What follows belongs to an exercise in optimizing a design on an open flow for small area, a short achievable clock period and few clock cycles per item; a production flow would make more cautious choices. Where RTL was checked, it was by simulation tests only, not by an equivalence proof against the original. No activity file was given, so power comes from the tool's default toggle rates.

## rev 12
Design servo_pulse_pwm_two_channel, start of the top module:
module servo_pulse_pwm_two_channel #(
  parameter int TICKS_PER_US = 16,
  parameter int MAX_ANGLE    = 180
) (
  input  logic         clk,
  input  logic         rst,
  input  logic         cfg_valid,
  output logic         cfg_ready,
  input  logic [2:0]   cfg_index,
  input  logic [11:0]  cfg_data,
  input  logic         item_valid,
  output logic         item_ready,
  input  logic [1:0]   item_cmd,
  input  logic [1:0]   item_channel,
  input  logic [15:0]  item_value,
  output logic         result_valid,
  input  logic         result_ready,
  output logic         result_pwm_a,
  output logic         result_pwm_b,
  output logic [15:0]  result_count
);
Size in the first run: ~61 I/O pins.
clock: 7.0 ns
lec_check: 0
cap_margin: 20
core_margin: 2
core_utilization: 40
setup_slack_margin: 4.0
slew_margin: 20
standard.sh (not shown) runs the stock make flow with config.mk's settings and CLKGATE_MAP_FILE= SYNTH_SCRIPT=/design/flow/synth_recipe.tcl, a recipe that flattens the netlist after the stock synthesis.
==> flow/flow/run.sh <==
#!/bin/bash
# Layout flow: the standard flow (standard.sh, unchanged synthesis and
# steps), with the port buffers inserted as sky130_fd_sc_hd__buf_2 cells
# instead of the default buffer cell that buffer_ports picks.
# Logs in the run folder: standard.log (everything standard.sh runs prints;
# ORFS keeps each tool's own log under orfs/logs/).
set -o pipefail
cp standard.sh standard_sh_copy.txt
export BUFFER_PORTS_ARGS="-buffer_cell sky130_fd_sc_hd__buf_2"
bash standard.sh > standard.log 2>&1
diff inputs: rev 12 => rev 13
==> flow/run.sh (new file) <==
#!/bin/bash
# synth_recipe.tcl (not shown) runs the flow's synth.tcl, then flattens the netlist and writes it again
# the make line also repeats each setting of config.mk as NAME=value (left out here)
make -C /OpenROAD-flow-scripts/flow DESIGN_CONFIG=/design/flow/config.mk WORK_HOME=/design/flow/orfs CLKGATE_MAP_FILE= SYNTH_SCRIPT=/design/flow/synth_recipe.tcl finish
removed: flow/flow/run.sh
removed: flow/standard.sh
Results
Of the two values seen for worst setup path endpoint, x[18]$_DFFE_PP_ was produced by rev 13 and x[17]$_DFFE_PP_ by rev 12. Per the comparison of rev 13 with rev 12, met2 wire length flat; worst clock skew dropped 5.8 ps; sequential cell area neither gained nor lost much; final design utilization increased 1.8 points; highest net fanout along the worst path went up 1. Delta (rev 13 minus rev 12): residual overflow from global routing was more or less identical; final area went up by 4.0%; via count was more or less identical. Diff rev 12 -> rev 13: later-pin clock latency in the skew report neither gained nor lost much; total power per unit cell area lost about 3.4%.
Function was not checked in any run of this note: the RTL went through the layout flow alone.

* * *

== run 1 ==
The RTL this note starts from:
==> flow/design.v <==
package spp_pkg;
  localparam int US_W  = 12;
  localparam int VAL_W = 16;
  localparam int CNT_W = 16;
  localparam int IDX_W = 3;
  typedef enum logic [1:0] {
    CMD_TICK = 2'd0,
    CMD_AUTO = 2'd1,
    CMD_US   = 2'd2
  } cmd_t;
  typedef enum logic [1:0] {
    CH_A    = 2'd0,
    CH_B    = 2'd1,
    CH_BOTH = 2'd2
  } chan_t;
  localparam logic [IDX_W-1:0] REG_MIN_A = 3'd0;
  localparam logic [IDX_W-1:0] REG_MAX_A = 3'd1;
  localparam logic [IDX_W-1:0] REG_MIN_B = 3'd2;
  localparam logic [IDX_W-1:0] REG_MAX_B = 3'd3;
  localparam logic [IDX_W-1:0] REG_EN_A  = 3'd4;
  localparam logic [IDX_W-1:0] REG_EN_B  = 3'd5;
  localparam logic [US_W-1:0] MIN_RESET = 12'd544;
  localparam logic [US_W-1:0] MAX_RESET = 12'd2400;
  typedef struct packed {
    logic s2;
    logic s3;
  } stage_en_t;
  typedef struct packed {
    logic       load;
    logic [1:0] cmd;
    logic [1:0] channel;
  } upd_ctl_t;
endpackage
module servo_pulse_pwm_two_channel #(
  parameter int TICKS_PER_US = 16,
  parameter int MAX_ANGLE    = 180
) (
  input  logic         clk,
  input  logic         rst,
  input  logic         cfg_valid,
  output logic         cfg_ready,
  input  logic [2:0]   cfg_index,
  input  logic [11:0]  cfg_data,
  input  logic         item_valid,
  output logic         item_ready,
  input  logic [1:0]   item_cmd,
  input  logic [1:0]   item_channel,
  input  logic [15:0]  item_value,
  output logic         result_valid,
  input  logic         result_ready,
  output logic         result_pwm_a,
  output logic         result_pwm_b,
  output logic [15:0]  result_count
);
  logic [11:0] min_a, max_a, min_b, max_b;
  logic        enable_a, enable_b;
  logic [15:0] counter;
  logic [11:0] act_a, act_b;      
  logic        le_a, le_b;        
  logic        wrapped;           
  logic [12:0] pend_a, pend_b;    
  logic        need_a, need_b;    
  logic        busy, cur;
  logic        bel, abv, angf, gtf, negf;
  logic [4:0]  step;
  logic [19:0] x;
  logic        t1, t2, t3;
  logic        hu;                
  logic        e1, e2;
  logic        irdy, rv;
  assign cfg_ready = 1'b1;
  logic [11:0] d_min, d_max;
  logic        d_en;
  logic        we_min_a, we_max_a, we_min_b, we_max_b, we_en_a, we_en_b;
  assign d_min    = rst ? spp_pkg::MIN_RESET : cfg_data;
  assign d_max    = rst ? spp_pkg::MAX_RESET : cfg_data;
  assign d_en     = !rst && cfg_data[0];
  assign we_min_a = rst || (cfg_valid && cfg_index == spp_pkg::REG_MIN_A);
  assign we_max_a = rst || (cfg_valid && cfg_index == spp_pkg::REG_MAX_A);
  assign we_min_b = rst || (cfg_valid && cfg_index == spp_pkg::REG_MIN_B);
  assign we_max_b = rst || (cfg_valid && cfg_index == spp_pkg::REG_MAX_B);
  assign we_en_a  = rst || (cfg_valid && cfg_index == spp_pkg::REG_EN_A);
  assign we_en_b  = rst || (cfg_valid && cfg_index == spp_pkg::REG_EN_B);
  always_ff @(posedge clk) begin
    if (we_min_a) min_a    <= d_min;
    if (we_max_a) max_a    <= d_max;
    if (we_min_b) min_b    <= d_min;
    if (we_max_b) max_b    <= d_max;
    if (we_en_a)  enable_a <= d_en;
    if (we_en_b)  enable_b <= d_en;
  end
  logic acc, take, is_tick, is_wr, wr_a, wr_b;
  logic [12:0] raw;
  assign acc     = item_valid && irdy;
  assign take    = rv && result_ready;
  assign is_tick = item_cmd == 2'd0;
  assign is_wr   = item_cmd == 2'd1 || item_cmd == 2'd2;
  assign wr_a    = acc && is_wr && (item_channel == 2'd0 || item_channel == 2'd2);
  assign wr_b    = acc && is_wr && (item_channel != 2'd0);
  assign raw     = {item_cmd == 2'd1, item_value[11:0] | {12{|item_value[15:12]}}};
  logic [11:0] lo, hi, v;
  logic        pauto;
  logic [11:0] q;
  logic [12:0] sum;
  logic [7:0]  acc_in;
  logic [7:0]  ang;                
  logic        mbit;
  logic [8:0]  macc;
  logic [6:0]  dt, dsub;
  logic        dge;
  logic        s_cmp, s_first, s_mul, s_add, s_fin;
  logic [11:0] conv_w;
  logic        sfull, sel_lo, sel_hi, sel_x;
  assign lo    = cur ? min_b  : min_a;
  assign hi    = cur ? max_b  : max_a;
  assign v     = cur ? pend_b[11:0] : pend_a[11:0];
  assign pauto = cur ? pend_b[12]   : pend_a[12];
  assign q     = x[13:2];
  assign s_mul   = step >= 5'd1 && step <= 5'd12;
  always_comb begin
    sum      = {1'b0, lo} + {1'b0, q};
    acc_in   = s_first ? (negf ? ang : 8'd0) : x[19:12];
    mbit     = x[0] ^ !negf;
    macc     = {1'b0, acc_in} + (mbit ? {1'b0, ang} : 9'd0);
    dt       = {x[19:14], x[13]};
    dge      = dt >= 7'd45;
    dsub     = dt - 7'd45;
    sfull = angf && gtf;
    if (s_fin) begin
      sel_lo = negf && !x[12];
      sel_hi = negf && x[12];
      sel_x  = !negf;
    end else begin
      sel_lo = sfull ? negf : bel;
      sel_hi = sfull ? !negf : (!bel && abv);
      sel_x  = 1'b0;
    end
    if (sel_lo)      conv_w = lo;
    else if (sel_hi) conv_w = hi;
    else if (sel_x)  conv_w = x[11:0];
    else             conv_w = v;
  end
  logic        busy_n, cur_n, need_a_n, need_b_n;
  logic [12:0] pend_a_n, pend_b_n;
  logic        conv_wr;
  always_comb begin
    busy_n   = busy;
    cur_n    = cur;
    need_a_n = need_a;
    need_b_n = need_b;
    conv_wr  = 1'b0;
    if (!busy) begin
      if (need_a || need_b) begin
        busy_n = 1'b1;
        cur_n  = !need_a;
        if (need_a) need_a_n = 1'b0; else need_b_n = 1'b0;
      end
    end else if (s_fin || (s_first && !(angf && !gtf))) begin
      busy_n  = 1'b0;
      conv_wr = 1'b1;
    end
    pend_a_n = (conv_wr && !cur) ? {1'b0, conv_w} : pend_a;
    pend_b_n = (conv_wr &&  cur) ? {1'b0, conv_w} : pend_b;
    if (busy && (cur ? wr_b : wr_a)) busy_n = 1'b0;
    if (wr_a) begin
      pend_a_n = raw;
      if (busy || !busy_n || cur_n) need_a_n = 1'b1;
    end
    if (wr_b) begin
      pend_b_n = raw;
      if (busy || !busy_n || !cur_n) need_b_n = 1'b1;
    end
  end
  always_ff @(posedge clk) begin
    if (rst) begin
      busy   <= 1'b0;
      need_a <= 1'b0;
      need_b <= 1'b0;
      pend_a <= '0;
      pend_b <= '0;
    end else begin
      busy   <= busy_n;
      need_a <= need_a_n;
      need_b <= need_b_n;
      pend_a <= pend_a_n;
      pend_b <= pend_b_n;
    end
  end
  always_ff @(posedge clk) begin
    cur  <= cur_n;
    step <= busy ? step + 5'd1 : 5'd0;
    s_cmp   <= !rst && !busy && busy_n;
    s_first <= !rst && s_cmp && busy_n;
    s_add   <= !rst && busy && step == 5'd24 && busy_n;
    s_fin   <= !rst && s_add && busy_n;
    if (s_cmp) begin
      bel  <= v < lo;
      abv  <= v > hi;
      angf <= pauto && (v < lo);
      gtf  <= v > 12'(MAX_ANGLE);
      negf <= sum[12];
      ang  <= v[7:0];
      x[11:0] <= sum[11:0];
    end else if (!busy) begin
      x[13:2] <= ~(need_a ? max_a : max_b);
    end else if (s_mul) begin
      x <= {macc, x[11:1]};
    end else if (s_add) begin
      x[12:0] <= {q == 12'd0, sum[11:0]};
    end else begin
      x <= {dge ? dsub[5:0] : dt[5:0], x[12:2], dge, x[1:0]};
    end
  end
  logic        t1_n, t2_n, t3_n, hu_n, e1_n, e2_n;
  logic        ap_raw, ap, wrap, nearwrap, busy_any, busy_any_n;
  assign busy_any   = busy | need_a | need_b;
  assign busy_any_n = busy_n | need_a_n | need_b_n;
  assign wrap       = counter == 16'hFFFF;
  assign nearwrap   = counter[15:3] == 13'h1FFF;
  always_comb begin
    if (take) begin
      t1_n = acc | t2;
      t2_n = acc ? t2 : t3;
      t3_n = 1'b0;
    end else begin
      t1_n = acc | t1;
      t2_n = acc ? t1 : t2;
      t3_n = acc ? t2 : t3;
    end
    if (take) ap_raw = t2 ? e1 : (acc & is_tick);
    else      ap_raw = t1 ? hu : (acc & is_tick);
    ap   = ap_raw & !((wrap & busy_any) | wrapped);
    hu_n = ap_raw & ((wrap & busy_any) | wrapped);
    if (take) e1_n = t3 ? e2 : is_tick;
    else      e1_n = (t1 & !t2) ? is_tick : e1;
    e2_n = (!take & t2 & !t3) ? is_tick : e2;
  end
  always_ff @(posedge clk) begin
    if (rst) begin
      t1      <= 1'b0;
      t2      <= 1'b0;
      t3      <= 1'b0;
      hu      <= 1'b0;
      e1      <= 1'b0;
      e2      <= 1'b0;
      irdy    <= 1'b1;
      rv      <= 1'b0;
      counter <= '0;
      act_a   <= '0;
      act_b   <= '0;
      le_a    <= 1'b1;
      le_b    <= 1'b1;
      wrapped <= 1'b0;
    end else begin
      t1   <= t1_n;
      t2   <= t2_n;
      t3   <= t3_n;
      hu   <= hu_n;
      e1   <= e1_n;
      e2   <= e2_n;
      irdy <= !t3_n && !(nearwrap && (hu_n || (t2_n && e1_n)));
      rv   <= t1_n && !hu_n && (t2_n || !busy_any_n);
      wrapped <= ap && wrap;
      if (wrapped) begin
        act_a <= pend_a[11:0];
        act_b <= pend_b[11:0];
      end
      if (ap) begin
        counter <= counter + 16'd1;
        if (wrap) begin
          le_a  <= 1'b1;
          le_b  <= 1'b1;
        end else begin
          if (counter == {act_a, 4'b0000}) le_a <= 1'b0;
          if (counter == {act_b, 4'b0000}) le_b <= 1'b0;
        end
      end
    end
  end
  assign item_ready   = irdy;
  assign result_valid = rv;
  assign result_count = counter;
  assign result_pwm_a = enable_a && le_a;
  assign result_pwm_b = enable_b && le_b;
endmodule
Settings: LEC_CHECK=0, CAP_MARGIN=20, CORE_MARGIN=2, CORE_UTILIZATION=40, CTS_BUF_LIST=sky130_fd_sc_hd__clkbuf_8, SETUP_SLACK_MARGIN=4.5, SLEW_MARGIN=20, TNS_END_PERCENT=0; clock period 7.0 ns.
==> flow/flow/run.sh <==
#!/bin/bash
# Layout flow: the standard flow (standard.sh, unchanged synthesis and
# steps), with the port buffers inserted as sky130_fd_sc_hd__buf_2 cells
# instead of the default buffer cell that buffer_ports picks.
# Logs in the run folder: standard.log (everything standard.sh runs prints;
# ORFS keeps each tool's own log under orfs/logs/).
set -o pipefail
cp standard.sh standard_sh_copy.txt
export BUFFER_PORTS_ARGS="-buffer_cell sky130_fd_sc_hd__buf_2"
bash standard.sh > standard.log 2>&1
Run 1 closes out successfully: all stages finished, all timing, DRC and antenna checks passed.
Testbench counts of run 1, summed over its fixed seeds: cycles 1,049,210, items 1,048,576.
Modified inputs, run 2 compared to run 1
- TNS_END_PERCENT now 5, was 0
- SETUP_SLACK_MARGIN now 4.2, was 4.5
### Flow results
- Run 2 completed; timing, DRC and antenna clean
- Diff run 1 -> run 2 | area taken by multi-input logic gates | down by a few percent
- Cell area | run 2 vs run 1 | run 2 smaller
- In the reports for run 2 and run 1, the larger combinational cell fraction of total power belongs to run 1.
- Run 2 vs run 1: worst hold slack up
- Diff run 2..run 1 | fraction of met1 tracks used by global routing | negligible
- [compare] base=run 1 new=run 2: setup slack went down; final critical path time including I/O delays and setup went up; area overhead of the layout relative to synthesis went down; number of cells in the finished layout apart from fillers went down; net switching fraction of the power did not really move.
Setup changes, run 2 to run 3
- changing SETUP_SLACK_MARGIN from 4.2 to 4.4
[summary]
- Run 2 has a lower part of the power in combinational logic than run 3.
- Any difference in area after synthesis between run 3 and run 2 is small enough to ignore.
- Taking run 2 as 1.0, run 3 lands at 1.15 on number of ordinary and repair buffers in the finished layout.
- Fraction of area in registers, run 2 and run 3: higher on run 2
- Area overhead of the layout relative to synthesis: run 3 > run 2
- For the shortest clock period the worst path allows after layout, run 3 came in 0.11 ns lower than run 2 did.
For run 4, these inputs were changed with respect to run 3:
- TNS_END_PERCENT now 0, was 5
Notes after the runs:
Having completed the whole flow, run 4 delivered a layout that passed the timing, design-rule and antenna checks. Compared with run 3, run 4 shows portion of total power attributed to combinational logic lower by 0.5 points. Re max-capacitance violation count: no difference whatsoever between run 4 and run 3. Placed wire-length estimate after detailed placement was higher in the run labelled run 4.

## separate check: timing with driven ports
In the flow no input, the clock included, has a driving cell. The finished layouts below were timed again as built, in two steps. Step 1 assumes that a clkbuf_16 drives the clock port and a buf_2 every other input. Step 2 also shifts input and output timing later by t, the mid clock arrival at the registers, as if the neighbouring blocks saw the same clock. Three values: no drivers, after step 1, after step 2; two values: the first two.
run	t (ns)	slack for setup (ns)	hold slack, ns	slew at the worst register clock pin (ns)
rev 12	0.476	4.055 / 4.055 / 3.796	0.465 / 0.465 / 0.465	0.07 / 0.07
rev 13	0.475	4.020 / 4.000 / 3.616	0.473 / 0.473 / 0.473	0.07 / 0.07
run 1	0.513	4.396 / 4.356 / 3.913	0.479 / 0.479 / 0.479	0.11 / 0.11
run 2	0.508	4.209 / 4.169 / 3.812	0.489 / 0.489 / 0.489	0.11 / 0.11
run 3	0.512	4.322 / 4.280 / 3.869	0.475 / 0.475 / 0.475	0.12 / 0.12
run 4	0.512	4.330 / 4.290 / 3.839	0.479 / 0.479 / 0.479	0.11 / 0.11
After both steps every run listed still meets setup and hold. For run 4, which loses most, drivers alone change the setup slack by -0.040 ns; drivers and shift together by -0.491 ns.
